Source: an optimization exercise on an open RTL-to-GDS flow (aim: small area). Production flows keep margins and buffers that such runs may drop. Function was checked by simulation only, so behaviour that the tests miss may differ from the original.

## flow/config.mk

```make
export PLATFORM = sky130hd
export DESIGN_NAME = bm_noise_out
export DESIGN_NICKNAME = bm_noise_out
export VERILOG_FILES = /design/flow/design.v
export SDC_FILE = /design/flow/constraint.sdc
export NUM_CORES = 4
export LEC_CHECK = 0
export CAP_MARGIN = 20
export CORE_MARGIN = 2
export CORE_UTILIZATION = 40
export CTS_BUF_LIST = sky130_fd_sc_hd__clkbuf_8
export CTS_CLUSTER_DIAMETER = 60
export CTS_CLUSTER_SIZE = 18
export SLEW_MARGIN = 20
export SYNTH_HIERARCHICAL = 1
export SYNTH_MINIMUM_KEEP_SIZE = 0
```

## flow/constraint.sdc

```tcl
create_clock -name core_clock -period 8.0 [get_ports {clk}]
set_input_delay 1.6000 -clock core_clock [delete_from_list [all_inputs] [get_ports {clk}]]
set_output_delay 1.6000 -clock core_clock [all_outputs]
set_load 0.01 [all_outputs]
```

## flow/design.v

```verilog
module bm_noise_out #(
   parameter int DEPTH = 8,
   parameter int AW    = 3
) (
   input  logic          clk,
   input  logic          rst_n,
   input  logic          in_valid,
   output logic          in_ready,
   input  logic [16:0]   f,
   input  logic [15:0]   g0,
   input  logic [15:0]   g1,
   output logic          out_valid,
   input  logic          out_ready,
   output logic [15:0]   out_data,
   output logic          out_idx,
   output logic [AW:0]   fifo_level
);
   logic               init_reg;
   logic               s0_valid_reg;
   logic               s1_valid_reg;
   logic               s2_valid_reg;
   logic [AW-1:0]      wr_ptr_reg;
   logic [AW-1:0]      slot_reg;
   logic [AW:0]        level_reg;
   logic               half_reg;
   logic [16:0]        mem_f  [0:DEPTH-1];
   logic [15:0]        mem_g0 [0:DEPTH-1];
   logic [15:0]        mem_g1 [0:DEPTH-1];
   logic               accept;
   logic               push;
   logic               pop;
   logic [AW+1:0]      occupancy;
   logic               mul_hi;
   logic [16:0]        mul_f;
   logic [15:0]        mul_g;
   logic [15:0]        mul_x;
   logic [15:0]        out_reg;
   assign occupancy = (AW+2)'(level_reg) + (AW+2)'(s0_valid_reg)
                    + (AW+2)'(s1_valid_reg) + (AW+2)'(s2_valid_reg);
   assign in_ready   = init_reg && (occupancy <= (AW+2)'(DEPTH - 1));
   assign accept     = in_valid && in_ready;
   assign push       = s2_valid_reg;
   assign out_valid  = (level_reg != '0);
   assign pop        = out_valid && out_ready && half_reg;
   assign out_idx    = half_reg;
   assign fifo_level = level_reg;
   assign mul_hi   = out_valid && !half_reg;
   assign mul_f    = mem_f[slot_reg];
   assign mul_g    = mul_hi ? mem_g1[slot_reg] : mem_g0[slot_reg];
   logic p1, p2, p3, p4, p5, p6, p7, p8, p9, p10, p11, p12;
   logic p13, p14, p15, p16, p17, p18, p19, p20, p21, p22, p23, p24;
   logic p25, p26, p27, p28, p29, p30, p31, p32, p33, p34, p35, p36;
   logic p37, p38, p39, p40, p41, p42, p43, p44, p45, p46, p47, p48;
   logic p49, p50, p51, p52, p53, p54, p55, p56, p57, p58, p59, p60;
   logic p61, p62, p63, p64, p65, p66, p67, p68, p69, p70, p71, p72;
   logic p73, p74, p75, p76, p77, p78, p79, p80, p81, p82, p83, p84;
   logic p85, p86, p87, p88, p89, p90, p91, p92, p93, p94, p95, p96;
   logic p97, p98, p99, p100, p101, p102, p103, p104, p105, p106, p107, p108;
   logic p109, p110, p111, p112, p113, p114, p115, p116, p117, p118, p119, p120;
   logic p121, p122, p123, p124, p125, p126, p127, p128, p129, p130, p131, p132;
   logic p133, p134, p135, p136, p137, p138, p139, p140, p141, p142, p143, p144;
   logic p145, p146, p147, p148, p149, p150, p151, p152, p153, p154, p155, p156;
   logic p157, p158, p159, p160, p161, p162, p163, p164, p165, p166, p167, p168;
   logic p169, p170, p171, p172, p173, p174, p175, p176, p177, p178, p179, p180;
   logic p181, p182, p183, p184, p185, p186, p187, p188, p189, p190, p191, p192;
   logic p193, p194, p195, p196, p197, p198, p199, p200, p201, p202, p203, p204;
   logic p205, p206, p207, p208, p209, p210, p211, p212, p213, p214, p215, p216;
   logic p217, p218, p219, p220, p221, p222, p223, p224, p225, p226, p227, p228;
   logic p229, p230, p231, p232, p233, p234, p235, p236, p237, p238, p239, p240;
   logic p241, p242, p243, p244, p245, p246, p247, p248, p249, p250, p251, p252;
   logic p253, p254, p255, p256, p257, p258, p259, p260, p261, p262, p263, p264;
   logic p265, p266, p267, p268, p269, p270, p271, p272, s273, c274, s275, c276;
   logic s277, c278, s279, c280, s281, c282, s283, c284, s285, c286, s287, c288;
   logic s289, c290, s291, c292, s293, c294, s295, c296, s297, c298, s299, c300;
   logic s301, c302, s303, c304, s305, c306, s307, c308, s309, c310, s311, c312;
   logic s313, c314, s315, c316, s317, c318, s319, c320, s321, c322, s323, c324;
   logic s325, c326, s327, c328, s329, c330, s331, c332, s333, c334, s335, c336;
   logic s337, c338, s339, c340, s341, c342, s343, c344, s345, c346, s347, c348;
   logic s349, c350, s351, c352, s353, c354, s355, c356, s357, c358, s359, c360;
   logic s361, c362, s363, c364, s365, c366, s367, c368, s369, c370, s371, c372;
   logic s373, c374, s375, c376, s377, c378, s379, c380, s381, c382, s383, c384;
   logic s385, c386, s387, c388, s389, c390, s391, c392, s393, c394, s395, c396;
   logic s397, c398, s399, c400, s401, c402, s403, c404, s405, c406, s407, c408;
   logic s409, c410, s411, c412, s413, c414, s415, c416, s417, c418, s419, c420;
   logic s421, c422, s423, c424, s425, c426, s427, c428, s429, c430, s431, c432;
   logic s433, c434, s435, c436, s437, c438, s439, c440, s441, c442, s443, c444;
   logic s445, c446, s447, c448, s449, c450, s451, c452, s453, c454, s455, c456;
   logic s457, c458, s459, c460, s461, c462, s463, c464, s465, c466, s467, c468;
   logic s469, c470, s471, c472, s473, c474, s475, c476, s477, c478, s479, c480;
   logic s481, c482, s483, c484, s485, c486, s487, c488, s489, c490, s491, c492;
   logic s493, c494, s495, c496, s497, c498, s499, c500, s501, c502, s503, c504;
   logic s505, c506, s507, c508, s509, c510, s511, c512, s513, c514, s515, c516;
   logic s517, c518, s519, c520, s521, c522, s523, c524, s525, c526, s527, c528;
   logic s529, c530, s531, c532, s533, c534, s535, c536, s537, c538, s539, c540;
   logic s541, c542, s543, c544, s545, c546, s547, c548, s549, c550, s551, c552;
   logic s553, c554, s555, c556, s557, c558, s559, c560, s561, c562, s563, c564;
   logic s565, c566, s567, c568, s569, c570, s571, c572, s573, c574, s575, c576;
   logic s577, c578, s579, c580, s581, c582, s583, c584, s585, c586, s587, c588;
   logic s589, c590, s591, c592, s593, c594, s595, c596, s597, c598, s599, c600;
   logic s601, c602, s603, c604, s605, c606, s607, c608, s609, c610, s611, c612;
   logic s613, c614, s615, c616, s617, c618, s619, c620, s621, c622, s623, c624;
   logic s625, c626, s627, c628, s629, c630, s631, c632, s633, c634, s635, c636;
   logic s637, c638, s639, c640, s641, c642, s643, c644, s645, c646, s647, c648;
   logic s649, c650, s651, c652, s653, c654, s655, c656, s657, c658, s659, c660;
   logic s661, c662, s663, c664, s665, c666, s667, c668, s669, c670, s671, c672;
   logic s673, c674, s675, c676, s677, c678, s679, c680, s681, c682, s683, c684;
   logic s685, c686, s687, c688, s689, c690, s691, c692, s693, c694, s695, c696;
   logic s697, c698, s699, c700, s701, c702, s703, c704, s705, c706, s707, c708;
   logic s709, c710, s711, c712, s713, c714, s715, c716, s717, c718, s719, c720;
   logic s721, c722;
   assign p1 = ~(mul_f[0] & mul_g[0]);
   assign p2 = ~(mul_f[0] & mul_g[1]);
   assign p3 = ~(mul_f[0] & mul_g[2]);
   assign p4 = ~(mul_f[0] & mul_g[3]);
   assign p5 = ~(mul_f[0] & mul_g[4]);
   assign p6 = ~(mul_f[0] & mul_g[5]);
   assign p7 = ~(mul_f[0] & mul_g[6]);
   assign p8 = ~(mul_f[0] & mul_g[7]);
   assign p9 = ~(mul_f[0] & mul_g[8]);
   assign p10 = ~(mul_f[0] & mul_g[9]);
   assign p11 = ~(mul_f[0] & mul_g[10]);
   assign p12 = ~(mul_f[0] & mul_g[11]);
   assign p13 = ~(mul_f[0] & mul_g[12]);
   assign p14 = ~(mul_f[0] & mul_g[13]);
   assign p15 = ~(mul_f[0] & mul_g[14]);
   assign p16 = mul_f[0] & mul_g[15];
   assign p17 = ~(mul_f[1] & mul_g[0]);
   assign p18 = ~(mul_f[1] & mul_g[1]);
   assign p19 = ~(mul_f[1] & mul_g[2]);
   assign p20 = ~(mul_f[1] & mul_g[3]);
   assign p21 = ~(mul_f[1] & mul_g[4]);
   assign p22 = ~(mul_f[1] & mul_g[5]);
   assign p23 = ~(mul_f[1] & mul_g[6]);
   assign p24 = ~(mul_f[1] & mul_g[7]);
   assign p25 = ~(mul_f[1] & mul_g[8]);
   assign p26 = ~(mul_f[1] & mul_g[9]);
   assign p27 = ~(mul_f[1] & mul_g[10]);
   assign p28 = ~(mul_f[1] & mul_g[11]);
   assign p29 = ~(mul_f[1] & mul_g[12]);
   assign p30 = ~(mul_f[1] & mul_g[13]);
   assign p31 = ~(mul_f[1] & mul_g[14]);
   assign p32 = mul_f[1] & mul_g[15];
   assign p33 = ~(mul_f[2] & mul_g[0]);
   assign p34 = ~(mul_f[2] & mul_g[1]);
   assign p35 = ~(mul_f[2] & mul_g[2]);
   assign p36 = ~(mul_f[2] & mul_g[3]);
   assign p37 = ~(mul_f[2] & mul_g[4]);
   assign p38 = ~(mul_f[2] & mul_g[5]);
   assign p39 = ~(mul_f[2] & mul_g[6]);
   assign p40 = ~(mul_f[2] & mul_g[7]);
   assign p41 = ~(mul_f[2] & mul_g[8]);
   assign p42 = ~(mul_f[2] & mul_g[9]);
   assign p43 = ~(mul_f[2] & mul_g[10]);
   assign p44 = ~(mul_f[2] & mul_g[11]);
   assign p45 = ~(mul_f[2] & mul_g[12]);
   assign p46 = ~(mul_f[2] & mul_g[13]);
   assign p47 = ~(mul_f[2] & mul_g[14]);
   assign p48 = mul_f[2] & mul_g[15];
   assign p49 = ~(mul_f[3] & mul_g[0]);
   assign p50 = ~(mul_f[3] & mul_g[1]);
   assign p51 = ~(mul_f[3] & mul_g[2]);
   assign p52 = ~(mul_f[3] & mul_g[3]);
   assign p53 = ~(mul_f[3] & mul_g[4]);
   assign p54 = ~(mul_f[3] & mul_g[5]);
   assign p55 = ~(mul_f[3] & mul_g[6]);
   assign p56 = ~(mul_f[3] & mul_g[7]);
   assign p57 = ~(mul_f[3] & mul_g[8]);
   assign p58 = ~(mul_f[3] & mul_g[9]);
   assign p59 = ~(mul_f[3] & mul_g[10]);
   assign p60 = ~(mul_f[3] & mul_g[11]);
   assign p61 = ~(mul_f[3] & mul_g[12]);
   assign p62 = ~(mul_f[3] & mul_g[13]);
   assign p63 = ~(mul_f[3] & mul_g[14]);
   assign p64 = mul_f[3] & mul_g[15];
   assign p65 = ~(mul_f[4] & mul_g[0]);
   assign p66 = ~(mul_f[4] & mul_g[1]);
   assign p67 = ~(mul_f[4] & mul_g[2]);
   assign p68 = ~(mul_f[4] & mul_g[3]);
   assign p69 = ~(mul_f[4] & mul_g[4]);
   assign p70 = ~(mul_f[4] & mul_g[5]);
   assign p71 = ~(mul_f[4] & mul_g[6]);
   assign p72 = ~(mul_f[4] & mul_g[7]);
   assign p73 = ~(mul_f[4] & mul_g[8]);
   assign p74 = ~(mul_f[4] & mul_g[9]);
   assign p75 = ~(mul_f[4] & mul_g[10]);
   assign p76 = ~(mul_f[4] & mul_g[11]);
   assign p77 = ~(mul_f[4] & mul_g[12]);
   assign p78 = ~(mul_f[4] & mul_g[13]);
   assign p79 = ~(mul_f[4] & mul_g[14]);
   assign p80 = mul_f[4] & mul_g[15];
   assign p81 = ~(mul_f[5] & mul_g[0]);
   assign p82 = ~(mul_f[5] & mul_g[1]);
   assign p83 = ~(mul_f[5] & mul_g[2]);
   assign p84 = ~(mul_f[5] & mul_g[3]);
   assign p85 = ~(mul_f[5] & mul_g[4]);
   assign p86 = ~(mul_f[5] & mul_g[5]);
   assign p87 = ~(mul_f[5] & mul_g[6]);
   assign p88 = ~(mul_f[5] & mul_g[7]);
   assign p89 = ~(mul_f[5] & mul_g[8]);
   assign p90 = ~(mul_f[5] & mul_g[9]);
   assign p91 = ~(mul_f[5] & mul_g[10]);
   assign p92 = ~(mul_f[5] & mul_g[11]);
   assign p93 = ~(mul_f[5] & mul_g[12]);
   assign p94 = ~(mul_f[5] & mul_g[13]);
   assign p95 = ~(mul_f[5] & mul_g[14]);
   assign p96 = mul_f[5] & mul_g[15];
   assign p97 = ~(mul_f[6] & mul_g[0]);
   assign p98 = ~(mul_f[6] & mul_g[1]);
   assign p99 = ~(mul_f[6] & mul_g[2]);
   assign p100 = ~(mul_f[6] & mul_g[3]);
   assign p101 = ~(mul_f[6] & mul_g[4]);
   assign p102 = ~(mul_f[6] & mul_g[5]);
   assign p103 = ~(mul_f[6] & mul_g[6]);
   assign p104 = ~(mul_f[6] & mul_g[7]);
   assign p105 = ~(mul_f[6] & mul_g[8]);
   assign p106 = ~(mul_f[6] & mul_g[9]);
   assign p107 = ~(mul_f[6] & mul_g[10]);
   assign p108 = ~(mul_f[6] & mul_g[11]);
   assign p109 = ~(mul_f[6] & mul_g[12]);
   assign p110 = ~(mul_f[6] & mul_g[13]);
   assign p111 = ~(mul_f[6] & mul_g[14]);
   assign p112 = mul_f[6] & mul_g[15];
   assign p113 = ~(mul_f[7] & mul_g[0]);
   assign p114 = ~(mul_f[7] & mul_g[1]);
   assign p115 = ~(mul_f[7] & mul_g[2]);
   assign p116 = ~(mul_f[7] & mul_g[3]);
   assign p117 = ~(mul_f[7] & mul_g[4]);
   assign p118 = ~(mul_f[7] & mul_g[5]);
   assign p119 = ~(mul_f[7] & mul_g[6]);
   assign p120 = ~(mul_f[7] & mul_g[7]);
   assign p121 = ~(mul_f[7] & mul_g[8]);
   assign p122 = ~(mul_f[7] & mul_g[9]);
   assign p123 = ~(mul_f[7] & mul_g[10]);
   assign p124 = ~(mul_f[7] & mul_g[11]);
   assign p125 = ~(mul_f[7] & mul_g[12]);
   assign p126 = ~(mul_f[7] & mul_g[13]);
   assign p127 = ~(mul_f[7] & mul_g[14]);
   assign p128 = mul_f[7] & mul_g[15];
   assign p129 = ~(mul_f[8] & mul_g[0]);
   assign p130 = ~(mul_f[8] & mul_g[1]);
   assign p131 = ~(mul_f[8] & mul_g[2]);
   assign p132 = ~(mul_f[8] & mul_g[3]);
   assign p133 = ~(mul_f[8] & mul_g[4]);
   assign p134 = ~(mul_f[8] & mul_g[5]);
   assign p135 = ~(mul_f[8] & mul_g[6]);
   assign p136 = ~(mul_f[8] & mul_g[7]);
   assign p137 = ~(mul_f[8] & mul_g[8]);
   assign p138 = ~(mul_f[8] & mul_g[9]);
   assign p139 = ~(mul_f[8] & mul_g[10]);
   assign p140 = ~(mul_f[8] & mul_g[11]);
   assign p141 = ~(mul_f[8] & mul_g[12]);
   assign p142 = ~(mul_f[8] & mul_g[13]);
   assign p143 = ~(mul_f[8] & mul_g[14]);
   assign p144 = mul_f[8] & mul_g[15];
   assign p145 = ~(mul_f[9] & mul_g[0]);
   assign p146 = ~(mul_f[9] & mul_g[1]);
   assign p147 = ~(mul_f[9] & mul_g[2]);
   assign p148 = ~(mul_f[9] & mul_g[3]);
   assign p149 = ~(mul_f[9] & mul_g[4]);
   assign p150 = ~(mul_f[9] & mul_g[5]);
   assign p151 = ~(mul_f[9] & mul_g[6]);
   assign p152 = ~(mul_f[9] & mul_g[7]);
   assign p153 = ~(mul_f[9] & mul_g[8]);
   assign p154 = ~(mul_f[9] & mul_g[9]);
   assign p155 = ~(mul_f[9] & mul_g[10]);
   assign p156 = ~(mul_f[9] & mul_g[11]);
   assign p157 = ~(mul_f[9] & mul_g[12]);
   assign p158 = ~(mul_f[9] & mul_g[13]);
   assign p159 = ~(mul_f[9] & mul_g[14]);
   assign p160 = mul_f[9] & mul_g[15];
   assign p161 = ~(mul_f[10] & mul_g[0]);
   assign p162 = ~(mul_f[10] & mul_g[1]);
   assign p163 = ~(mul_f[10] & mul_g[2]);
   assign p164 = ~(mul_f[10] & mul_g[3]);
   assign p165 = ~(mul_f[10] & mul_g[4]);
   assign p166 = ~(mul_f[10] & mul_g[5]);
   assign p167 = ~(mul_f[10] & mul_g[6]);
   assign p168 = ~(mul_f[10] & mul_g[7]);
   assign p169 = ~(mul_f[10] & mul_g[8]);
   assign p170 = ~(mul_f[10] & mul_g[9]);
   assign p171 = ~(mul_f[10] & mul_g[10]);
   assign p172 = ~(mul_f[10] & mul_g[11]);
   assign p173 = ~(mul_f[10] & mul_g[12]);
   assign p174 = ~(mul_f[10] & mul_g[13]);
   assign p175 = ~(mul_f[10] & mul_g[14]);
   assign p176 = mul_f[10] & mul_g[15];
   assign p177 = ~(mul_f[11] & mul_g[0]);
   assign p178 = ~(mul_f[11] & mul_g[1]);
   assign p179 = ~(mul_f[11] & mul_g[2]);
   assign p180 = ~(mul_f[11] & mul_g[3]);
   assign p181 = ~(mul_f[11] & mul_g[4]);
   assign p182 = ~(mul_f[11] & mul_g[5]);
   assign p183 = ~(mul_f[11] & mul_g[6]);
   assign p184 = ~(mul_f[11] & mul_g[7]);
   assign p185 = ~(mul_f[11] & mul_g[8]);
   assign p186 = ~(mul_f[11] & mul_g[9]);
   assign p187 = ~(mul_f[11] & mul_g[10]);
   assign p188 = ~(mul_f[11] & mul_g[11]);
   assign p189 = ~(mul_f[11] & mul_g[12]);
   assign p190 = ~(mul_f[11] & mul_g[13]);
   assign p191 = ~(mul_f[11] & mul_g[14]);
   assign p192 = mul_f[11] & mul_g[15];
   assign p193 = ~(mul_f[12] & mul_g[0]);
   assign p194 = ~(mul_f[12] & mul_g[1]);
   assign p195 = ~(mul_f[12] & mul_g[2]);
   assign p196 = ~(mul_f[12] & mul_g[3]);
   assign p197 = ~(mul_f[12] & mul_g[4]);
   assign p198 = ~(mul_f[12] & mul_g[5]);
   assign p199 = ~(mul_f[12] & mul_g[6]);
   assign p200 = ~(mul_f[12] & mul_g[7]);
   assign p201 = ~(mul_f[12] & mul_g[8]);
   assign p202 = ~(mul_f[12] & mul_g[9]);
   assign p203 = ~(mul_f[12] & mul_g[10]);
   assign p204 = ~(mul_f[12] & mul_g[11]);
   assign p205 = ~(mul_f[12] & mul_g[12]);
   assign p206 = ~(mul_f[12] & mul_g[13]);
   assign p207 = ~(mul_f[12] & mul_g[14]);
   assign p208 = mul_f[12] & mul_g[15];
   assign p209 = ~(mul_f[13] & mul_g[0]);
   assign p210 = ~(mul_f[13] & mul_g[1]);
   assign p211 = ~(mul_f[13] & mul_g[2]);
   assign p212 = ~(mul_f[13] & mul_g[3]);
   assign p213 = ~(mul_f[13] & mul_g[4]);
   assign p214 = ~(mul_f[13] & mul_g[5]);
   assign p215 = ~(mul_f[13] & mul_g[6]);
   assign p216 = ~(mul_f[13] & mul_g[7]);
   assign p217 = ~(mul_f[13] & mul_g[8]);
   assign p218 = ~(mul_f[13] & mul_g[9]);
   assign p219 = ~(mul_f[13] & mul_g[10]);
   assign p220 = ~(mul_f[13] & mul_g[11]);
   assign p221 = ~(mul_f[13] & mul_g[12]);
   assign p222 = ~(mul_f[13] & mul_g[13]);
   assign p223 = ~(mul_f[13] & mul_g[14]);
   assign p224 = mul_f[13] & mul_g[15];
   assign p225 = ~(mul_f[14] & mul_g[0]);
   assign p226 = ~(mul_f[14] & mul_g[1]);
   assign p227 = ~(mul_f[14] & mul_g[2]);
   assign p228 = ~(mul_f[14] & mul_g[3]);
   assign p229 = ~(mul_f[14] & mul_g[4]);
   assign p230 = ~(mul_f[14] & mul_g[5]);
   assign p231 = ~(mul_f[14] & mul_g[6]);
   assign p232 = ~(mul_f[14] & mul_g[7]);
   assign p233 = ~(mul_f[14] & mul_g[8]);
   assign p234 = ~(mul_f[14] & mul_g[9]);
   assign p235 = ~(mul_f[14] & mul_g[10]);
   assign p236 = ~(mul_f[14] & mul_g[11]);
   assign p237 = ~(mul_f[14] & mul_g[12]);
   assign p238 = ~(mul_f[14] & mul_g[13]);
   assign p239 = ~(mul_f[14] & mul_g[14]);
   assign p240 = mul_f[14] & mul_g[15];
   assign p241 = ~(mul_f[15] & mul_g[0]);
   assign p242 = ~(mul_f[15] & mul_g[1]);
   assign p243 = ~(mul_f[15] & mul_g[2]);
   assign p244 = ~(mul_f[15] & mul_g[3]);
   assign p245 = ~(mul_f[15] & mul_g[4]);
   assign p246 = ~(mul_f[15] & mul_g[5]);
   assign p247 = ~(mul_f[15] & mul_g[6]);
   assign p248 = ~(mul_f[15] & mul_g[7]);
   assign p249 = ~(mul_f[15] & mul_g[8]);
   assign p250 = ~(mul_f[15] & mul_g[9]);
   assign p251 = ~(mul_f[15] & mul_g[10]);
   assign p252 = ~(mul_f[15] & mul_g[11]);
   assign p253 = ~(mul_f[15] & mul_g[12]);
   assign p254 = ~(mul_f[15] & mul_g[13]);
   assign p255 = ~(mul_f[15] & mul_g[14]);
   assign p256 = mul_f[15] & mul_g[15];
   assign p257 = ~(mul_f[16] & mul_g[0]);
   assign p258 = ~(mul_f[16] & mul_g[1]);
   assign p259 = ~(mul_f[16] & mul_g[2]);
   assign p260 = ~(mul_f[16] & mul_g[3]);
   assign p261 = ~(mul_f[16] & mul_g[4]);
   assign p262 = ~(mul_f[16] & mul_g[5]);
   assign p263 = ~(mul_f[16] & mul_g[6]);
   assign p264 = ~(mul_f[16] & mul_g[7]);
   assign p265 = ~(mul_f[16] & mul_g[8]);
   assign p266 = ~(mul_f[16] & mul_g[9]);
   assign p267 = ~(mul_f[16] & mul_g[10]);
   assign p268 = ~(mul_f[16] & mul_g[11]);
   assign p269 = ~(mul_f[16] & mul_g[12]);
   assign p270 = ~(mul_f[16] & mul_g[13]);
   assign p271 = ~(mul_f[16] & mul_g[14]);
   assign p272 = mul_f[16] & mul_g[15];
   assign s273 = ~(p14 ^ p29);
   assign c274 = p14 | p29;
   bm_fa u_s275 (.x(p15), .y(p30), .z(p45), .s(s275), .c(c276));
   assign s277 = ~(p60 ^ p75);
   assign c278 = p60 | p75;
   assign s279 = p16 ^ p31;
   assign c280 = p16 & p31;
   bm_fa u_s281 (.x(p46), .y(p61), .z(p76), .s(s281), .c(c282));
   bm_fa u_s283 (.x(p91), .y(p106), .z(p121), .s(s283), .c(c284));
   assign s285 = p32 ^ p47;
   assign c286 = p32 & p47;
   bm_fa u_s287 (.x(p62), .y(p77), .z(p92), .s(s287), .c(c288));
   bm_fa u_s289 (.x(p107), .y(p122), .z(p137), .s(s289), .c(c290));
   assign s291 = ~(p152 ^ p167);
   assign c292 = p152 | p167;
   bm_fa u_s293 (.x(p48), .y(p63), .z(p78), .s(s293), .c(c294));
   bm_fa u_s295 (.x(p93), .y(p108), .z(p123), .s(s295), .c(c296));
   bm_fa u_s297 (.x(p138), .y(p153), .z(p168), .s(s297), .c(c298));
   bm_fa u_s299 (.x(p64), .y(p79), .z(p94), .s(s299), .c(c300));
   bm_fa u_s301 (.x(p109), .y(p124), .z(p139), .s(s301), .c(c302));
   bm_fa u_s303 (.x(p80), .y(p95), .z(p110), .s(s303), .c(c304));
   assign s305 = ~(p10 ^ p25);
   assign c306 = p10 | p25;
   bm_fa u_s307 (.x(p11), .y(p26), .z(p41), .s(s307), .c(c308));
   assign s309 = ~(p56 ^ p71);
   assign c310 = p56 | p71;
   bm_fa u_s311 (.x(p12), .y(p27), .z(p42), .s(s311), .c(c312));
   bm_fa u_s313 (.x(p57), .y(p72), .z(p87), .s(s313), .c(c314));
   assign s315 = ~(p102 ^ p117);
   assign c316 = p102 | p117;
   bm_fa u_s317 (.x(p13), .y(p28), .z(p43), .s(s317), .c(c318));
   bm_fa u_s319 (.x(p58), .y(p73), .z(p88), .s(s319), .c(c320));
   bm_fa u_s321 (.x(p103), .y(p118), .z(p133), .s(s321), .c(c322));
   assign s323 = ~(p148 ^ p163);
   assign c324 = p148 | p163;
   bm_fa u_s325 (.x(p44), .y(p59), .z(p74), .s(s325), .c(c326));
   bm_fa u_s327 (.x(p89), .y(p104), .z(p119), .s(s327), .c(c328));
   bm_fa u_s329 (.x(p134), .y(p149), .z(p164), .s(s329), .c(c330));
   bm_fa u_s331 (.x(p179), .y(p194), .z(p209), .s(s331), .c(c332));
   bm_fa u_s333 (.x(p90), .y(p105), .z(p120), .s(s333), .c(c334));
   bm_fa u_s335 (.x(p135), .y(p150), .z(p165), .s(s335), .c(c336));
   bm_fa u_s337 (.x(p180), .y(p195), .z(p210), .s(s337), .c(c338));
   bm_fa u_s339 (.x(p225), .y(c274), .z(s275), .s(s339), .c(c340));
   bm_fa u_s341 (.x(p136), .y(p151), .z(p166), .s(s341), .c(c342));
   bm_fa u_s343 (.x(p181), .y(p196), .z(p211), .s(s343), .c(c344));
   bm_fa u_s345 (.x(p226), .y(p241), .z(c276), .s(s345), .c(c346));
   bm_fa u_s347 (.x(c278), .y(s279), .z(s281), .s(s347), .c(c348));
   bm_fa u_s349 (.x(p182), .y(p197), .z(p212), .s(s349), .c(c350));
   bm_fa u_s351 (.x(p227), .y(p242), .z(p257), .s(s351), .c(c352));
   bm_fa u_s353 (.x(c280), .y(c282), .z(c284), .s(s353), .c(c354));
   bm_fa u_s355 (.x(s285), .y(s287), .z(s289), .s(s355), .c(c356));
   bm_fa u_s357 (.x(p183), .y(p198), .z(p213), .s(s357), .c(c358));
   bm_fa u_s359 (.x(p228), .y(p243), .z(p258), .s(s359), .c(c360));
   bm_fa u_s361 (.x(c286), .y(c288), .z(c290), .s(s361), .c(c362));
   bm_fa u_s363 (.x(c292), .y(s293), .z(s295), .s(s363), .c(c364));
   bm_fa u_s365 (.x(p154), .y(p169), .z(p184), .s(s365), .c(c366));
   bm_fa u_s367 (.x(p199), .y(p214), .z(p229), .s(s367), .c(c368));
   bm_fa u_s369 (.x(p244), .y(p259), .z(c294), .s(s369), .c(c370));
   bm_fa u_s371 (.x(c296), .y(c298), .z(s299), .s(s371), .c(c372));
   bm_fa u_s373 (.x(p125), .y(p140), .z(p155), .s(s373), .c(c374));
   bm_fa u_s375 (.x(p170), .y(p185), .z(p200), .s(s375), .c(c376));
   bm_fa u_s377 (.x(p215), .y(p230), .z(p245), .s(s377), .c(c378));
   bm_fa u_s379 (.x(p260), .y(c300), .z(c302), .s(s379), .c(c380));
   bm_fa u_s381 (.x(p96), .y(p111), .z(p126), .s(s381), .c(c382));
   bm_fa u_s383 (.x(p141), .y(p156), .z(p171), .s(s383), .c(c384));
   bm_fa u_s385 (.x(p186), .y(p201), .z(p216), .s(s385), .c(c386));
   bm_fa u_s387 (.x(p231), .y(p246), .z(p261), .s(s387), .c(c388));
   bm_fa u_s389 (.x(p112), .y(p127), .z(p142), .s(s389), .c(c390));
   bm_fa u_s391 (.x(p157), .y(p172), .z(p187), .s(s391), .c(c392));
   bm_fa u_s393 (.x(p202), .y(p217), .z(p232), .s(s393), .c(c394));
   bm_fa u_s395 (.x(p128), .y(p143), .z(p158), .s(s395), .c(c396));
   bm_fa u_s397 (.x(p173), .y(p188), .z(p203), .s(s397), .c(c398));
   bm_fa u_s399 (.x(p144), .y(p159), .z(p174), .s(s399), .c(c400));
   assign s401 = ~(p7 ^ p22);
   assign c402 = p7 | p22;
   bm_fa u_s403 (.x(p8), .y(p23), .z(p38), .s(s403), .c(c404));
   assign s405 = ~(p53 ^ p68);
   assign c406 = p53 | p68;
   bm_fa u_s407 (.x(p9), .y(p24), .z(p39), .s(s407), .c(c408));
   bm_fa u_s409 (.x(p54), .y(p69), .z(p84), .s(s409), .c(c410));
   assign s411 = ~(p99 ^ p114);
   assign c412 = p99 | p114;
   bm_fa u_s413 (.x(p40), .y(p55), .z(p70), .s(s413), .c(c414));
   bm_fa u_s415 (.x(p85), .y(p100), .z(p115), .s(s415), .c(c416));
   bm_fa u_s417 (.x(p130), .y(p145), .z(s305), .s(s417), .c(c418));
   bm_fa u_s419 (.x(p86), .y(p101), .z(p116), .s(s419), .c(c420));
   bm_fa u_s421 (.x(p131), .y(p146), .z(p161), .s(s421), .c(c422));
   bm_fa u_s423 (.x(c306), .y(s307), .z(s309), .s(s423), .c(c424));
   bm_fa u_s425 (.x(p132), .y(p147), .z(p162), .s(s425), .c(c426));
   bm_fa u_s427 (.x(p177), .y(c308), .z(c310), .s(s427), .c(c428));
   bm_fa u_s429 (.x(s311), .y(s313), .z(s315), .s(s429), .c(c430));
   bm_fa u_s431 (.x(p178), .y(p193), .z(c312), .s(s431), .c(c432));
   bm_fa u_s433 (.x(c314), .y(c316), .z(s317), .s(s433), .c(c434));
   bm_fa u_s435 (.x(s319), .y(s321), .z(s323), .s(s435), .c(c436));
   bm_fa u_s437 (.x(c318), .y(c320), .z(c322), .s(s437), .c(c438));
   bm_fa u_s439 (.x(c324), .y(s325), .z(s327), .s(s439), .c(c440));
   bm_fa u_s441 (.x(s329), .y(s331), .z(s273), .s(s441), .c(c442));
   bm_fa u_s443 (.x(c326), .y(c328), .z(c330), .s(s443), .c(c444));
   bm_fa u_s445 (.x(c332), .y(s333), .z(s335), .s(s445), .c(c446));
   bm_fa u_s447 (.x(s337), .y(s277), .z(s339), .s(s447), .c(c448));
   bm_fa u_s449 (.x(c334), .y(c336), .z(c338), .s(s449), .c(c450));
   bm_fa u_s451 (.x(s341), .y(s343), .z(s283), .s(s451), .c(c452));
   bm_fa u_s453 (.x(c340), .y(s345), .z(s347), .s(s453), .c(c454));
   bm_fa u_s455 (.x(c342), .y(c344), .z(s349), .s(s455), .c(c456));
   bm_fa u_s457 (.x(s351), .y(s291), .z(c346), .s(s457), .c(c458));
   bm_fa u_s459 (.x(c348), .y(s353), .z(s355), .s(s459), .c(c460));
   bm_fa u_s461 (.x(c350), .y(c352), .z(s357), .s(s461), .c(c462));
   bm_fa u_s463 (.x(s359), .y(s297), .z(c354), .s(s463), .c(c464));
   bm_fa u_s465 (.x(c356), .y(s361), .z(s363), .s(s465), .c(c466));
   bm_fa u_s467 (.x(c358), .y(c360), .z(s365), .s(s467), .c(c468));
   bm_fa u_s469 (.x(s367), .y(s301), .z(c362), .s(s469), .c(c470));
   bm_fa u_s471 (.x(c364), .y(s369), .z(s371), .s(s471), .c(c472));
   bm_fa u_s473 (.x(c366), .y(c368), .z(s373), .s(s473), .c(c474));
   bm_fa u_s475 (.x(s375), .y(s377), .z(s303), .s(s475), .c(c476));
   bm_fa u_s477 (.x(c370), .y(c372), .z(s379), .s(s477), .c(c478));
   bm_fa u_s479 (.x(c374), .y(c376), .z(c378), .s(s479), .c(c480));
   bm_fa u_s481 (.x(c304), .y(s381), .z(s383), .s(s481), .c(c482));
   bm_fa u_s483 (.x(s385), .y(s387), .z(c380), .s(s483), .c(c484));
   bm_fa u_s485 (.x(p247), .y(p262), .z(c382), .s(s485), .c(c486));
   bm_fa u_s487 (.x(c384), .y(c386), .z(c388), .s(s487), .c(c488));
   bm_fa u_s489 (.x(s389), .y(s391), .z(s393), .s(s489), .c(c490));
   bm_fa u_s491 (.x(p218), .y(p233), .z(p248), .s(s491), .c(c492));
   bm_fa u_s493 (.x(p263), .y(c390), .z(c392), .s(s493), .c(c494));
   bm_fa u_s495 (.x(c394), .y(s395), .z(s397), .s(s495), .c(c496));
   bm_fa u_s497 (.x(p189), .y(p204), .z(p219), .s(s497), .c(c498));
   bm_fa u_s499 (.x(p234), .y(p249), .z(p264), .s(s499), .c(c500));
   bm_fa u_s501 (.x(c396), .y(c398), .z(s399), .s(s501), .c(c502));
   bm_fa u_s503 (.x(p160), .y(p175), .z(p190), .s(s503), .c(c504));
   bm_fa u_s505 (.x(p205), .y(p220), .z(p235), .s(s505), .c(c506));
   bm_fa u_s507 (.x(p250), .y(p265), .z(c400), .s(s507), .c(c508));
   bm_fa u_s509 (.x(p176), .y(p191), .z(p206), .s(s509), .c(c510));
   bm_fa u_s511 (.x(p221), .y(p236), .z(p251), .s(s511), .c(c512));
   bm_fa u_s513 (.x(p192), .y(p207), .z(p222), .s(s513), .c(c514));
   assign s515 = ~(p5 ^ p20);
   assign c516 = p5 | p20;
   bm_fa u_s517 (.x(p6), .y(p21), .z(p36), .s(s517), .c(c518));
   assign s519 = ~(p51 ^ p66);
   assign c520 = p51 | p66;
   bm_fa u_s521 (.x(p37), .y(p52), .z(p67), .s(s521), .c(c522));
   bm_fa u_s523 (.x(p82), .y(p97), .z(s401), .s(s523), .c(c524));
   bm_fa u_s525 (.x(p83), .y(p98), .z(p113), .s(s525), .c(c526));
   bm_fa u_s527 (.x(c402), .y(s403), .z(s405), .s(s527), .c(c528));
   bm_fa u_s529 (.x(p129), .y(c404), .z(c406), .s(s529), .c(c530));
   bm_fa u_s531 (.x(s407), .y(s409), .z(s411), .s(s531), .c(c532));
   bm_fa u_s533 (.x(c408), .y(c410), .z(c412), .s(s533), .c(c534));
   bm_fa u_s535 (.x(s413), .y(s415), .z(s417), .s(s535), .c(c536));
   bm_fa u_s537 (.x(c414), .y(c416), .z(s419), .s(s537), .c(c538));
   bm_fa u_s539 (.x(s421), .y(c418), .z(s423), .s(s539), .c(c540));
   bm_fa u_s541 (.x(c420), .y(c422), .z(s425), .s(s541), .c(c542));
   bm_fa u_s543 (.x(c424), .y(s427), .z(s429), .s(s543), .c(c544));
   bm_fa u_s545 (.x(c426), .y(c428), .z(c430), .s(s545), .c(c546));
   bm_fa u_s547 (.x(s431), .y(s433), .z(s435), .s(s547), .c(c548));
   bm_fa u_s549 (.x(c432), .y(c434), .z(c436), .s(s549), .c(c550));
   bm_fa u_s551 (.x(s437), .y(s439), .z(s441), .s(s551), .c(c552));
   bm_fa u_s553 (.x(c438), .y(c440), .z(c442), .s(s553), .c(c554));
   bm_fa u_s555 (.x(s443), .y(s445), .z(s447), .s(s555), .c(c556));
   bm_fa u_s557 (.x(c444), .y(c446), .z(s449), .s(s557), .c(c558));
   bm_fa u_s559 (.x(s451), .y(c448), .z(s453), .s(s559), .c(c560));
   bm_fa u_s561 (.x(c450), .y(c452), .z(s455), .s(s561), .c(c562));
   bm_fa u_s563 (.x(s457), .y(c454), .z(s459), .s(s563), .c(c564));
   bm_fa u_s565 (.x(c456), .y(s461), .z(c458), .s(s565), .c(c566));
   bm_fa u_s567 (.x(s463), .y(c460), .z(s465), .s(s567), .c(c568));
   bm_fa u_s569 (.x(c462), .y(s467), .z(c464), .s(s569), .c(c570));
   bm_fa u_s571 (.x(s469), .y(c466), .z(s471), .s(s571), .c(c572));
   bm_fa u_s573 (.x(c468), .y(s473), .z(s475), .s(s573), .c(c574));
   bm_fa u_s575 (.x(c470), .y(c472), .z(s477), .s(s575), .c(c576));
   bm_fa u_s577 (.x(c474), .y(c476), .z(s479), .s(s577), .c(c578));
   bm_fa u_s579 (.x(s481), .y(c478), .z(s483), .s(s579), .c(c580));
   bm_fa u_s581 (.x(c480), .y(c482), .z(s485), .s(s581), .c(c582));
   bm_fa u_s583 (.x(s487), .y(s489), .z(c484), .s(s583), .c(c584));
   bm_fa u_s585 (.x(s491), .y(c486), .z(c488), .s(s585), .c(c586));
   bm_fa u_s587 (.x(c490), .y(s493), .z(s495), .s(s587), .c(c588));
   bm_fa u_s589 (.x(c492), .y(s497), .z(s499), .s(s589), .c(c590));
   bm_fa u_s591 (.x(c494), .y(c496), .z(s501), .s(s591), .c(c592));
   bm_fa u_s593 (.x(c498), .y(c500), .z(s503), .s(s593), .c(c594));
   bm_fa u_s595 (.x(s505), .y(c502), .z(s507), .s(s595), .c(c596));
   bm_fa u_s597 (.x(p266), .y(c504), .z(c506), .s(s597), .c(c598));
   bm_fa u_s599 (.x(s509), .y(s511), .z(c508), .s(s599), .c(c600));
   bm_fa u_s601 (.x(p237), .y(p252), .z(p267), .s(s601), .c(c602));
   bm_fa u_s603 (.x(c510), .y(c512), .z(s513), .s(s603), .c(c604));
   bm_fa u_s605 (.x(p208), .y(p223), .z(p238), .s(s605), .c(c606));
   bm_fa u_s607 (.x(p253), .y(p268), .z(c514), .s(s607), .c(c608));
   bm_fa u_s609 (.x(p224), .y(p239), .z(p254), .s(s609), .c(c610));
   assign s611 = ~(p4 ^ p19);
   assign c612 = p4 | p19;
   bm_fa u_s613 (.x(p35), .y(p50), .z(p65), .s(s613), .c(c614));
   bm_fa u_s615 (.x(p81), .y(c516), .z(s517), .s(s615), .c(c616));
   bm_fa u_s617 (.x(c518), .y(c520), .z(s521), .s(s617), .c(c618));
   bm_fa u_s619 (.x(c522), .y(s525), .z(c524), .s(s619), .c(c620));
   bm_fa u_s621 (.x(c526), .y(c528), .z(s529), .s(s621), .c(c622));
   bm_fa u_s623 (.x(c530), .y(c532), .z(s533), .s(s623), .c(c624));
   bm_fa u_s625 (.x(c534), .y(s537), .z(c536), .s(s625), .c(c626));
   bm_fa u_s627 (.x(c538), .y(s541), .z(c540), .s(s627), .c(c628));
   bm_fa u_s629 (.x(c542), .y(c544), .z(s545), .s(s629), .c(c630));
   bm_fa u_s631 (.x(c546), .y(c548), .z(s549), .s(s631), .c(c632));
   bm_fa u_s633 (.x(c550), .y(c552), .z(s553), .s(s633), .c(c634));
   bm_fa u_s635 (.x(c554), .y(s557), .z(c556), .s(s635), .c(c636));
   bm_fa u_s637 (.x(c558), .y(s561), .z(c560), .s(s637), .c(c638));
   bm_fa u_s639 (.x(c562), .y(s565), .z(c564), .s(s639), .c(c640));
   bm_fa u_s641 (.x(c566), .y(s569), .z(c568), .s(s641), .c(c642));
   bm_fa u_s643 (.x(s573), .y(c570), .z(c572), .s(s643), .c(c644));
   bm_fa u_s645 (.x(c574), .y(s577), .z(c576), .s(s645), .c(c646));
   bm_fa u_s647 (.x(c578), .y(s581), .z(s583), .s(s647), .c(c648));
   bm_fa u_s649 (.x(c582), .y(s585), .z(s587), .s(s649), .c(c650));
   bm_fa u_s651 (.x(s589), .y(c586), .z(c588), .s(s651), .c(c652));
   bm_fa u_s653 (.x(c590), .y(s593), .z(c592), .s(s653), .c(c654));
   bm_fa u_s655 (.x(c594), .y(s597), .z(c596), .s(s655), .c(c656));
   bm_fa u_s657 (.x(s601), .y(c598), .z(s603), .s(s657), .c(c658));
   bm_fa u_s659 (.x(c602), .y(s605), .z(c604), .s(s659), .c(c660));
   bm_fa u_s661 (.x(p269), .y(c606), .z(s609), .s(s661), .c(c662));
   bm_fa u_s663 (.x(p240), .y(p255), .z(p270), .s(s663), .c(c664));
   assign s665 = ~(p3 ^ p18);
   assign c666 = p3 | p18;
   bm_fa u_s667 (.x(p34), .y(p49), .z(s611), .s(s667), .c(c668));
   bm_fa u_s669 (.x(c612), .y(s613), .z(s515), .s(s669), .c(c670));
   bm_fa u_s671 (.x(c614), .y(s519), .z(s615), .s(s671), .c(c672));
   bm_fa u_s673 (.x(c616), .y(s617), .z(s523), .s(s673), .c(c674));
   bm_fa u_s675 (.x(c618), .y(s527), .z(s619), .s(s675), .c(c676));
   bm_fa u_s677 (.x(s531), .y(c620), .z(s621), .s(s677), .c(c678));
   bm_fa u_s679 (.x(c622), .y(s623), .z(s535), .s(s679), .c(c680));
   bm_fa u_s681 (.x(c624), .y(s539), .z(s625), .s(s681), .c(c682));
   bm_fa u_s683 (.x(s543), .y(c626), .z(s627), .s(s683), .c(c684));
   bm_fa u_s685 (.x(s547), .y(c628), .z(s629), .s(s685), .c(c686));
   bm_fa u_s687 (.x(s551), .y(c630), .z(s631), .s(s687), .c(c688));
   bm_fa u_s689 (.x(c632), .y(s633), .z(s555), .s(s689), .c(c690));
   bm_fa u_s691 (.x(c634), .y(s559), .z(s635), .s(s691), .c(c692));
   bm_fa u_s693 (.x(s563), .y(c636), .z(s637), .s(s693), .c(c694));
   bm_fa u_s695 (.x(s567), .y(c638), .z(s639), .s(s695), .c(c696));
   bm_fa u_s697 (.x(s571), .y(c640), .z(s641), .s(s697), .c(c698));
   bm_fa u_s699 (.x(s575), .y(c642), .z(s643), .s(s699), .c(c700));
   bm_fa u_s701 (.x(s579), .y(c644), .z(s645), .s(s701), .c(c702));
   bm_fa u_s703 (.x(c580), .y(c646), .z(s647), .s(s703), .c(c704));
   bm_fa u_s705 (.x(c584), .y(s649), .z(c648), .s(s705), .c(c706));
   bm_fa u_s707 (.x(s591), .y(c650), .z(s651), .s(s707), .c(c708));
   bm_fa u_s709 (.x(s595), .y(c652), .z(s653), .s(s709), .c(c710));
   bm_fa u_s711 (.x(s599), .y(c654), .z(s655), .s(s711), .c(c712));
   bm_fa u_s713 (.x(c600), .y(s657), .z(c656), .s(s713), .c(c714));
   bm_fa u_s715 (.x(s607), .y(c658), .z(s659), .s(s715), .c(c716));
   bm_fa u_s717 (.x(c608), .y(s661), .z(c660), .s(s717), .c(c718));
   bm_fa u_s719 (.x(c610), .y(s663), .z(c662), .s(s719), .c(c720));
   bm_fa u_s721 (.x(p256), .y(p271), .z(c664), .s(s721), .c(c722));
   logic [32:0] ra, rb, sum;
   assign ra = {1'b0, c722, c720, c718, c716, c714, c712, c710, c708, c706, c704, c702, c700, c698, c696, c694, c692, c690, c688, c686, c684, c682, c680, c678, c676, c674, c672, c670, c668, c666, s665, p2, p1};
   assign rb = {1'b1, p272, s721, s719, s717, s715, s713, s711, s709, s707, s705, s703, s701, s699, s697, s695, s693, s691, s689, s687, s685, s683, s681, s679, s677, s675, s673, s671, s669, s667, p33, p17, 1'b1};
   assign sum = ra + rb + 33'd1;
   assign mul_x = ~sum[32:17];
   assign out_data = out_valid ? out_reg : 16'h0000;
   always_ff @(posedge clk or negedge rst_n) begin
      if (!rst_n) begin
         init_reg     <= 1'b0;
         s0_valid_reg <= 1'b0;
         s1_valid_reg <= 1'b0;
         s2_valid_reg <= 1'b0;
         wr_ptr_reg   <= '0;
         slot_reg     <= '0;
         level_reg    <= '0;
         half_reg     <= 1'b0;
      end else begin
         init_reg     <= 1'b1;
         s0_valid_reg <= accept;
         s1_valid_reg <= s0_valid_reg;
         s2_valid_reg <= s1_valid_reg;
         if (accept) wr_ptr_reg <= wr_ptr_reg + AW'(1);
         if (out_valid && out_ready && !half_reg) slot_reg <= slot_reg + AW'(1);
         level_reg <= level_reg + (AW+1)'(push) - (AW+1)'(pop);
         if (out_valid && out_ready) half_reg <= ~half_reg;
      end
   end
   always_ff @(posedge clk) begin
      if (!out_valid || out_ready) out_reg <= mul_x;
   end
   always_ff @(posedge clk) begin
      if (accept) begin
         mem_f[wr_ptr_reg]  <= f;
         mem_g0[wr_ptr_reg] <= g0;
         mem_g1[wr_ptr_reg] <= g1;
      end
   end
endmodule
module bm_fa (
   input  logic x, y, z,
   output logic s, c
);
   assign s = x ^ y ^ z;
   assign c = (x & y) | (x & z) | (y & z);
endmodule
```

## flow/flow/run.sh

```bash
#!/bin/bash
# The standard layout (the standard.sh: standard synthesis, then ORFS
# floorplan to finish) with two placement/CTS choices changed:
#  - port buffers use the smallest buffer cell (every port still gets one);
#  - clock tree synthesis adds no dummy loads (same buffers and clustering
#    as config.mk asks for).
set -euo pipefail
export BUFFER_PORTS_ARGS="-buffer_cell sky130_fd_sc_hd__buf_1"
export CTS_ARGS="-sink_clustering_enable -repair_clock_nets -dont_use_dummy_load -buf_list sky130_fd_sc_hd__clkbuf_8 -sink_clustering_size 18 -sink_clustering_max_diameter 60"
bash standard.sh > standard.log 2>&1
```

## flow/standard.sh

```bash
#!/bin/bash
# synth_recipe.tcl (not shown) runs the flow's synth.tcl, then flattens the netlist and writes it again
# the make line also repeats each setting of config.mk as NAME=value (left out here)
make -C /OpenROAD-flow-scripts/flow DESIGN_CONFIG=/design/flow/config.mk WORK_HOME=/design/flow/orfs CLKGATE_MAP_FILE= SYNTH_SCRIPT=/design/flow/synth_recipe.tcl "${@:-finish}"
```

==> results.cfg, run 1 <==
[sta]
whs_ps = 406.9
slew_headroom_pct = 37.24
timing.final.crit_share_pct = 92.49
min_period_ps = 7399
final.setup.tns_ps = 0
finalSetupViolCount = 0
fmax_mhz = 135.2
slew_violations = 0
max_slew.worst_pin.slew_ps = 941.4
rsz0062_at_grt = false
finalHoldViolations = 0
fin_skew_ps = 127.9

[setup_path]
crit_path_max_incr_delay_ps = 820
critPathSlowestCell = dfrtp_4
rr_startpoint = slot_reg[0]
timing.rr.end = out_reg[10]
path_cells = buf_12 > mux4_2 > mux4_2 > nand2_1 > fa_1 > fa_1 > fa_1 > fa_1 > fa_1 > fa_1 > ha_1 > nand4_1 > nor2_1 > inv_1 > a311oi_1 > o21ai_0 > a21oi_1 > or4_1 > nand3_1
r2r_setup_slack_ps = 600
path_max_fanout = 25
r2r_cells = 19
crit_top_cell = fa_1
criticalPathCategory = flop to flop
critical_path.endpoint_type = flop
worstPathRequired_ps = 8300
arrival_ps = 7700
start_kind = flop

[drt]
wl_met3_mm = 3.937
routed_wl_mm = 52.43
drcViolationCount = 0
wl_per_cell_um = 22.80
drt_iter0_markers = 864
postRouteAntennaNets = 0
routed.top_layer = met5
viasPerCell = 5.428
drtPass1Iterations = 5
vias = 12480
route.met2.wl_mm = 25.18
wirelength_met1_mm = 22.37

[yosys]
synth_edf_count = 408
async_reset_ff_share_pct = 3.546
synth_area_um2 = 23220
syn_nets = 1771
synthSimpleGateAreaFrac_pct = 8.077
ys_warn_count = 7
synth_top_area_share_pct = 52.76
ys.flop_type = edfxtp_1
synth_mux_area_share_pct = 11.05
synthXorXnorAreaFrac_pct = 0.6035
synth-compound-area-share_pct = 2.570
synth.area.top_cells = edfxtp_1 (53%), fa_1 (18%), mux4_2 (11%)
seq_area_frac_synth_pct = 54.38
synth_fa_ha_area_share_pct = 21.29
synthDistinctLibCells = 54
ys_seq_elements = 423
yosysTopAreaCell = edfxtp_1
syn_inst = 1450
synthMostInstantiatedCell = edfxtp_1
ys_top_cells_by_count = edfxtp_1 (408), nand2_1 (296), fa_1 (212)
syn_area_per_cell_um2 = 16.01
synth_top_family_by_area = adder cells

[worst_hold_path]
hold_depth = 0
hold_path_class = flop to flop
hold_path_startpoint = s1_valid_reg
min_to = s2_valid_reg

[floorplanning]
fp-row-count = 88
dieArea_um2 = 60000
ios = 76
fp.coreArea_um2 = 57590
dieWidth_um = 244.9
start_util_pct = 40.32
fp.dieH_um = 244.9

[layout]
multi_input_area_um2 = 10180
nets = 1855
largest_register = mem_f
top_regs = mem_f: 136 flops, mem_g0: 128 flops, mem_g1: 128 flops
fill_cells = 5052
layout-drive-gt1-share_pct = 13.64
area_growth_pct = 8.034
largest_reg_flops = 136
seqCellArea_um2 = 12640

[clock_tree]
worst_skew_pair.late_latency_ps = 630
post_cts_resized = 0
cts_hold_buf = 0
post-cts-setup-buffers = 0
cts-root-buf = clkbuf_8
cts.sinks = 423
cts_tree = done
htree_levels = 2
cts-buffers-inserted = 34
cts_buffer_depth = 3
path_clk_slew_ps = 90

[placed_design]
io_buffers = 75
gp_congestion = 0.8249
dpl.hpwl_mm = 34.37

[global_route]
grt_pass1_wl_mm = 82.10
grt_pass1_vias = 13860
gr-total-overflow = 0
grt_antenna_before_repair = 7
grt_usage_pct = 18.09
grt_max_degree = 50

[run]
max_cap_viol_count = 0

[outcome]
outcome = no timing/DRC/antenna violations
final cells by class:
cell class              count  share of cell area [%]
diodes                      2                 0.01995
repair buffers            118                   2.658
clock buffers              34                   1.865
inverters                  45                  0.6733
well taps                 765                   3.815
flip-flops and latches    423                   50.37
multi-input cells         912                   40.60
per-module statistics from Yosys (local to each module, per instance):
module        flops+latches  times used  cells inside  cell area [µm²]
bm_noise_out            423           1          1241            19040
bm_fa                     0         209             1            20.02
worst max-delay path: cells and delay by family, from the launching register on:
| kind | cells | cell delay, ps |
|---|---|---|
| adder cells (fa/ha/maj) | 7 | 3190 |
| multiplexers | 2 | 1220 |
| flip-flops | 1 | 820 |
| AO/OA/AOI/OAI | 3 | 790 |
| AND/OR/NAND/NOR | 5 | 700 |
| buffers and inverters | 2 | 370 |
cell families (layout without fill, tap and decap cells):
family,after synthesis,count (layout)
buf+inv,115,197
compound gates,85,85
flops,423,423
simple gates,426,426
other cells,1,3
fa+ha+maj,268,268
mux,116,116
xor+xnor,16,16
worst max-delay path by stage:
stage	end	depth (start not counted)	slack [ps]	start
6_report	out_reg[10]	19	600	slot_reg[0]
5_1_grt	out_reg[10]	19	70	slot_reg[0]
4_1_cts	out_reg[10]	19	500	slot_reg[0]
3_5_place_dp	out_reg[10]	19	530	slot_reg[0]
3_3_place_gp	out_reg[10]	19	590	slot_reg[0]
2_1_floorplan	out_reg[14]	22	870	slot_reg[0]
through the flow:
| step | setup WS, ps | area (µm²) | utilization [%] | cells |
|---|---|---|---|---|
| finish | 601.2 | 25090 | 43.56 | 2299 |
| global route | 66.34 | 25080 | 43.56 | 2298 |
| CTS | 500.0 | 25080 | 43.56 | 2297 |
| detailed placement | 528.2 | 24610 | 42.74 | 2263 |
| global placement | 594.7 | 24610 | 42.74 | 2263 |
| floorplan | 870.7 | 23220 | - | 1450 |
cell usage in the layout (no fill, tap or decap), types with 14 or more instances in the layout:
cell type	instances
ha_1	56
and2_1	62
inv_1	45
clkbuf_8	34
fa_1	212
a21oi_1	22
nand2_1	296
buf_4	38
buf_1	75
mux4_2	112
nor2_1	14
edfxtp_1	408
metal layers:
layer / vias up / track usage (%)
li1: 5403 / -
met1: 6611 / 24.23
met2: 383 / 29.54
met3: 71 / 4.723
met4: 10 / 4.519
met5: - / 0
==> inputs of run 2 (changes only) <==
--- a/flow/flow/run.sh
+++ b/flow/flow/run.sh
@@ -6,5 +6,5 @@
 #    as config.mk asks for).
 set -euo pipefail
 export BUFFER_PORTS_ARGS="-buffer_cell sky130_fd_sc_hd__buf_1"
-export CTS_ARGS="-sink_clustering_enable -repair_clock_nets -dont_use_dummy_load -buf_list sky130_fd_sc_hd__clkbuf_8 -sink_clustering_size 18 -sink_clustering_max_diameter 60"
+export CTS_ARGS="-sink_clustering_enable -repair_clock_nets -dont_use_dummy_load -buf_list sky130_fd_sc_hd__clkbuf_8 -sink_clustering_size 22 -sink_clustering_max_diameter 60"
 bash standard.sh > standard.log 2>&1
--- a/flow/config.mk
+++ b/flow/config.mk
@@ -10,7 +10,7 @@
 export CORE_UTILIZATION = 40
 export CTS_BUF_LIST = sky130_fd_sc_hd__clkbuf_8
 export CTS_CLUSTER_DIAMETER = 60
-export CTS_CLUSTER_SIZE = 18
+export CTS_CLUSTER_SIZE = 22
 export SLEW_MARGIN = 20
 export SYNTH_HIERARCHICAL = 1
 export SYNTH_MINIMUM_KEEP_SIZE = 0
==> results.cfg, run 2 <==
[outcome]
outcome = no timing/DRC/antenna violations

[layout]
layout-drive-gt1-share_pct = 13.42
area_growth_pct = 7.797
final_common_cell = edfxtp_1
stdcell_area_um2 = 25030
nets = 1851
final-instance-count-excl-fill = 2295
top_regs = mem_f: 136 flops, mem_g0: 128 flops, mem_g1: 128 flops
fill_cells = 5062
layout_common_cells = edfxtp_1 (408), nand2_1 (296), fa_1 (212)
largest_reg_flops = 136
largest_register = mem_f
utilization_pct = 43.47

[drt]
drcViolationCount = 0
vias = 12430
drtPass1Iterations = 5
postRouteAntennaNets = 0
viasPerCell = 5.417
routed_wl_mm = 52.32
wl_per_cell_um = 22.80
drt_iter0_markers = 934

[floorplanning]
dieArea_um2 = 60000
fp.dieH_um = 244.9
fp-row-count = 88
start_util_pct = 40.32
fp.coreArea_um2 = 57590
ios = 76
dieWidth_um = 244.9

[global_route]
grt_usage_pct = 17.89
grt_pass1_wl_mm = 81.79
gr-total-overflow = 0
grt_pass1_vias = 13800
grt_antenna_before_repair = 7
grt_max_degree = 50

[yosys]
ys_top_cells_by_count = edfxtp_1 (408), nand2_1 (296), fa_1 (212)
ys_warn_count = 7
ys_seq_elements = 423
synthDistinctLibCells = 54
synth_edf_count = 408
yosysTopAreaCell = edfxtp_1
syn_inst = 1450
synthMostInstantiatedCell = edfxtp_1
synth_top_area_share_pct = 52.76
ys.flop_type = edfxtp_1
synth.area.top_cells = edfxtp_1 (53%), fa_1 (18%), mux4_2 (11%)
seq_area_frac_synth_pct = 54.38
syn_nets = 1771
async_reset_ff_share_pct = 3.546
synth_area_um2 = 23220
syn_area_per_cell_um2 = 16.01

[clock_tree]
path_clk_slew_ps = 90
cts-buffers-inserted = 30
cts.sinks = 423
htree_levels = 1
cts_buffer_depth = 3
worst_skew_pair.late_latency_ps = 660
cts_tree = done
cts_hold_buf = 0
post-cts-setup-buffers = 0
post_cts_resized = 0
cts-root-buf = clkbuf_8

[sta]
slew_headroom_pct = 37.38
rsz0062_at_grt = false
min_period_ps = 7383
fin_skew_ps = 76.07
max_slew.worst_pin.slew_ps = 939.3
final.setup.tns_ps = 0
finalHoldViolations = 0
slew_violations = 0
fmax_mhz = 135.5
timing.final.crit_share_pct = 92.28
finalSetupViolCount = 0

[placed_design]
io_buffers = 75
placed_cell_area_um2 = 24610
dpl.hpwl_mm = 34.37
place_inst = 2263
gp_congestion = 0.8249

[setup_path]
criticalPathCategory = flop to flop
path_cells = buf_12 > mux4_2 > mux4_2 > nand2_1 > fa_1 > fa_1 > fa_1 > fa_1 > fa_1 > fa_1 > ha_1 > nand4_1 > nor2_1 > inv_1 > a311oi_1 > o21ai_0 > a21oi_1 > or4_1 > nand3_1
cp_top_family = adder cells
start_kind = flop
worstPathRequired_ps = 8380
crit_path_max_incr_delay_ps = 820
crit_top_cell = fa_1
timing.rr.end = out_reg[10]
crit_start = slot_reg[0]
r2r_setup_slack_ps = 620
rr_startpoint = slot_reg[0]
critical_path.endpoint_type = flop
crit_cells = 19
r2r_cells = 19
path_max_fanout = 25
crit_buf_inv = 2
arrival_ps = 7760
critPathSlowestCell = dfrtp_4

[run]
max_cap_viol_count = 0

[worst_hold_path]
min_to = s2_valid_reg
hold_path_class = flop to flop
hold_depth = 0
hold_path_startpoint = s1_valid_reg
run 2: cell counts after synthesis:
Identical to the previous run, type by type.
run 2: routing by layer:
metal	track usage, %	share of wire (%)	up-vias	routed length, µm
li1	-	-	5393	-
met1	24.26	43	6596	22510
met2	29.54	48	372	25250
met3	4.395	7.3	61	3830
met4	3.515	1.3	10	657
met5	0	0.13	-	69
run 2: cell type report:
type	count	area, µm²	share of cell area, %
Timing Repair Buffer	118	666.9	2.664
Inverter	45	168.9	0.6748
Antenna cell	2	5.005	0.01999
Tap cell	765	957.2	3.824
Multi-Input combinational cell	912	10180	40.69
Sequential cell	423	12640	50.48
Clock buffer	30	412.9	1.650
run 2: worst max-delay path by stage:
stage / endpoint / slack [ps]
finish: out_reg[10] / 620
global route: out_reg[10] / 90
CTS: out_reg[10] / 530
global placement: out_reg[10] / 590
detailed placement: out_reg[10] / 530
floorplan: out_reg[14] / 870
run 2: cells by family (layout without fill, tap and decap cells):
| group | count (synthesis) | after routing | synth area share, % |
|---|---|---|---|
| xor+xnor | 16 | 16 | 0.6035 |
| flops | 423 | 423 | 54.38 |
| compound gates | 85 | 85 | 2.570 |
| fa+ha+maj | 268 | 268 | 21.29 |
| simple gates | 426 | 426 | 8.077 |
| buf+inv | 115 | 193 | 2.010 |
| mux | 116 | 116 | 11.05 |
| other cells | 1 | 3 | 0.01615 |
run 2: Yosys stat by module (local to each module, per instance):
| module | area [µm²] | flip-flops and latches | cells | times used |
|---|---|---|---|---|
| bm_noise_out | 19040 | 423 | 1241 | 1 |
| bm_fa | 20.02 | 0 | 1 | 209 |
run 2: stage by stage:
| stage | worst slack (ps) | hold WS [ps] |
|---|---|---|
| global route | 88.11 | 432.0 |
| finish | 617.2 | 407.3 |
| CTS | 526.7 | 414.7 |
| detailed placement | 528.2 | 396.9 |
| global placement | 594.7 | 381.5 |
| floorplan | 870.7 | 372.1 |
run 2: worst register-to-register path: stages (launching register included):
cell and delay, ps:
dfrtp_4 820, buf_12 320, mux4_2 530, mux4_2 720, nand2_1 190, fa_1 460, fa_1 540, fa_1 450
fa_1 440, fa_1 540, fa_1 420, ha_1 340, nand4_1 110, nor2_1 180, inv_1 80, a311oi_1 320
o21ai_0 200, a21oi_1 270, or4_1 160, nand3_1 60
==> inputs of run 3 (changes only) <==
--- a/flow/flow/run.sh
+++ b/flow/flow/run.sh
@@ -6,5 +6,5 @@
 #    as config.mk asks for).
 set -euo pipefail
 export BUFFER_PORTS_ARGS="-buffer_cell sky130_fd_sc_hd__buf_1"
-export CTS_ARGS="-sink_clustering_enable -repair_clock_nets -dont_use_dummy_load -buf_list sky130_fd_sc_hd__clkbuf_8 -sink_clustering_size 22 -sink_clustering_max_diameter 60"
+export CTS_ARGS="-sink_clustering_enable -repair_clock_nets -dont_use_dummy_load -buf_list sky130_fd_sc_hd__clkbuf_16 -sink_clustering_size 30 -sink_clustering_max_diameter 70"
 bash standard.sh > standard.log 2>&1
--- a/flow/config.mk
+++ b/flow/config.mk
@@ -8,9 +8,9 @@
 export CAP_MARGIN = 20
 export CORE_MARGIN = 2
 export CORE_UTILIZATION = 40
-export CTS_BUF_LIST = sky130_fd_sc_hd__clkbuf_8
-export CTS_CLUSTER_DIAMETER = 60
-export CTS_CLUSTER_SIZE = 22
+export CTS_BUF_LIST = sky130_fd_sc_hd__clkbuf_16
+export CTS_CLUSTER_DIAMETER = 70
+export CTS_CLUSTER_SIZE = 30
 export SLEW_MARGIN = 20
 export SYNTH_HIERARCHICAL = 1
 export SYNTH_MINIMUM_KEEP_SIZE = 0
==> results.cfg, run 3 <==
[outcome]
outcome = no timing/DRC/antenna violations

[sta]
timing.final.crit_share_pct = 92.51
finalHoldViolations = 0
finalSetupViolCount = 0
fmax_mhz = 135.1
fin_skew_ps = 42.55
whs_ps = 408.5
min_period_ps = 7401
max_slew.worst_pin.slew_ps = 931.3
slew_violations = 0
slew_headroom_pct = 37.92
final.setup.tns_ps = 0

[setup_path]
r2r_setup_slack_ps = 600
worstPathRequired_ps = 8280
path_max_fanout = 25
arrival_ps = 7680
criticalPathCategory = flop to flop
rr_startpoint = slot_reg[0]
critical_path.endpoint_type = flop
r2r_cells = 19

[drt]
drtPass1Iterations = 5
routed_wl_mm = 52.03
vias = 12380
drt_iter0_markers = 915
wl_per_cell_um = 22.75
postRouteAntennaNets = 0

[yosys]
synthMostInstantiatedCell = edfxtp_1
synth_edf_count = 408
syn_nets = 1771
async_reset_ff_share_pct = 3.546
synth.area.top_cells = edfxtp_1 (53%), fa_1 (18%), mux4_2 (11%)
ys_seq_elements = 423

[clock_tree]
cts_tree = done
post_cts_resized = 0
path_clk_slew_ps = 80
cts_buffer_depth = 3
worst_skew_pair.late_latency_ps = 570
cts.sinks = 423
cts_hold_buf = 0
htree_levels = 1
cts-root-buf = clkbuf_16
cts-buffers-inserted = 22

[layout]
area_growth_pct = 8.389
fill_cells = 5037
top_regs = mem_f: 136 flops, mem_g0: 128 flops, mem_g1: 128 flops
final_common_cell = edfxtp_1
layout_common_cells = edfxtp_1 (408), nand2_1 (296), fa_1 (212)
nets = 1843
utilization_pct = 43.71
final-instance-count-excl-fill = 2287
largest_register = mem_f

[run]
max_cap_viol_count = 0

[worst_hold_path]
hold_depth = 0
min_to = s2_valid_reg
hold_path_startpoint = s1_valid_reg

[placed_design]
place_inst = 2263
gp_congestion = 0.8249
dpl.hpwl_mm = 34.37

[floorplanning]
ios = 76
dieArea_um2 = 60000
start_util_pct = 40.32
fp.dieH_um = 244.9
dieWidth_um = 244.9

[global_route]
grtUsageMet3_pct = 4.231
gr-total-overflow = 0
grt_use_met2_pct = 29.47
grt_pass1_vias = 13720
grt_max_degree = 50
grt_busiest_layer = met2
run 3: cell count changes in the layout (fill, tap and decap cells not counted):
cell,before,now
clkbuf_8,30,0
clkbuf_16,0,22
run 3: critical path, cell delays in order (launching register included):
cell      delay [ps]
dfrtp_4          810
buf_12           300
mux4_2           510
mux4_2           710
nand2_1          180
fa_1             460
fa_1             540
fa_1             450
fa_1             440
fa_1             540
fa_1             420
ha_1             340
nand4_1          110
nor2_1           180
inv_1             80
a311oi_1         320
o21ai_0          200
a21oi_1          270
or4_1            160
nand3_1           60
run 3: area by class of cell:
type	count	area [µm²]	share of cell area [%]
Tap cell	765	957.2	3.803
Antenna cell	2	5.005	0.01988
Clock buffer	22	550.5	2.187
Multi-Input combinational cell	912	10180	40.47
Timing Repair Buffer	118	666.9	2.650
Sequential cell	423	12640	50.20
Inverter	45	168.9	0.6711
run 3: how the worst max path moves through the flow:
stage	startpoint	cells past startpoint	endpoint	slack (ps)
floorplan	slot_reg[0]	22	out_reg[14]	870
global placement	slot_reg[0]	19	out_reg[10]	590
detailed placement	slot_reg[0]	19	out_reg[10]	530
CTS	slot_reg[0]	19	out_reg[10]	500
global route	slot_reg[0]	19	out_reg[10]	70
finish	slot_reg[0]	19	out_reg[10]	600
run 3: Yosys stat by module, one instance, submodules excluded:
module,area (µm²),flip-flops and latches,cells inside
bm_noise_out,19040,423,1241
bm_fa,20.02,0,1
run 3: cell families after synthesis:
logic type,share of synthesized area [%]
AO/OA/AOI/OAI,2.570
flip-flops,54.38
adder cells (fa/ha/maj),21.29
buffers and inverters,2.010
XOR/XNOR,0.6035
multiplexers,11.05
other,0.01615
AND/OR/NAND/NOR,8.077
run 3: per-stage QoR:
step / area, µm² / setup WS, ps
6_report: 25170 / 599.4
5_1_grt: 25170 / 68.00
4_1_cts: 25160 / 504.3
3_5_place_dp: 24610 / 528.2
3_3_place_gp: 24610 / 594.7
2_1_floorplan: 23220 / 870.7
run 3: metal layers:
metal  part of all wire, %  wire length [µm]
met4                   1.4               725
met1                    43             22380
met5                  0.15                77
met3                   7.3              3800
met2                    48             25050

==> port drivers added, routing unchanged <==
The flow's constraints put no driver on any port. The routed layouts listed below were extracted and timed again, unchanged, in two steps. Step 1, drivers: a clkbuf_16 drives clk and a buf_2 each remaining input, both assumed. Step 2 moves the port delays by t, midway between the first and last clock arrival at a register: inputs arrive t later, outputs are due t later. That takes back most of the time a late clock gives input paths. Slacks: ideal ports / drivers / drivers and shift; pairs: ideal ports / drivers.
run	shift t [ns]	slack for setup (ns)	worst setup path at the end	worst slew at a driven data input, ns	cell pins on the clock port's net
run 1	0.624	0.601 / 0.601 / 0.601	register to register	0.15	1
run 2	0.669	0.617 / 0.617 / 0.617	register to register	0.15	1
run 3	0.603	0.599 / 0.599 / 0.599	register to register	0.15	1
After both steps setup and hold are still met in every run listed.
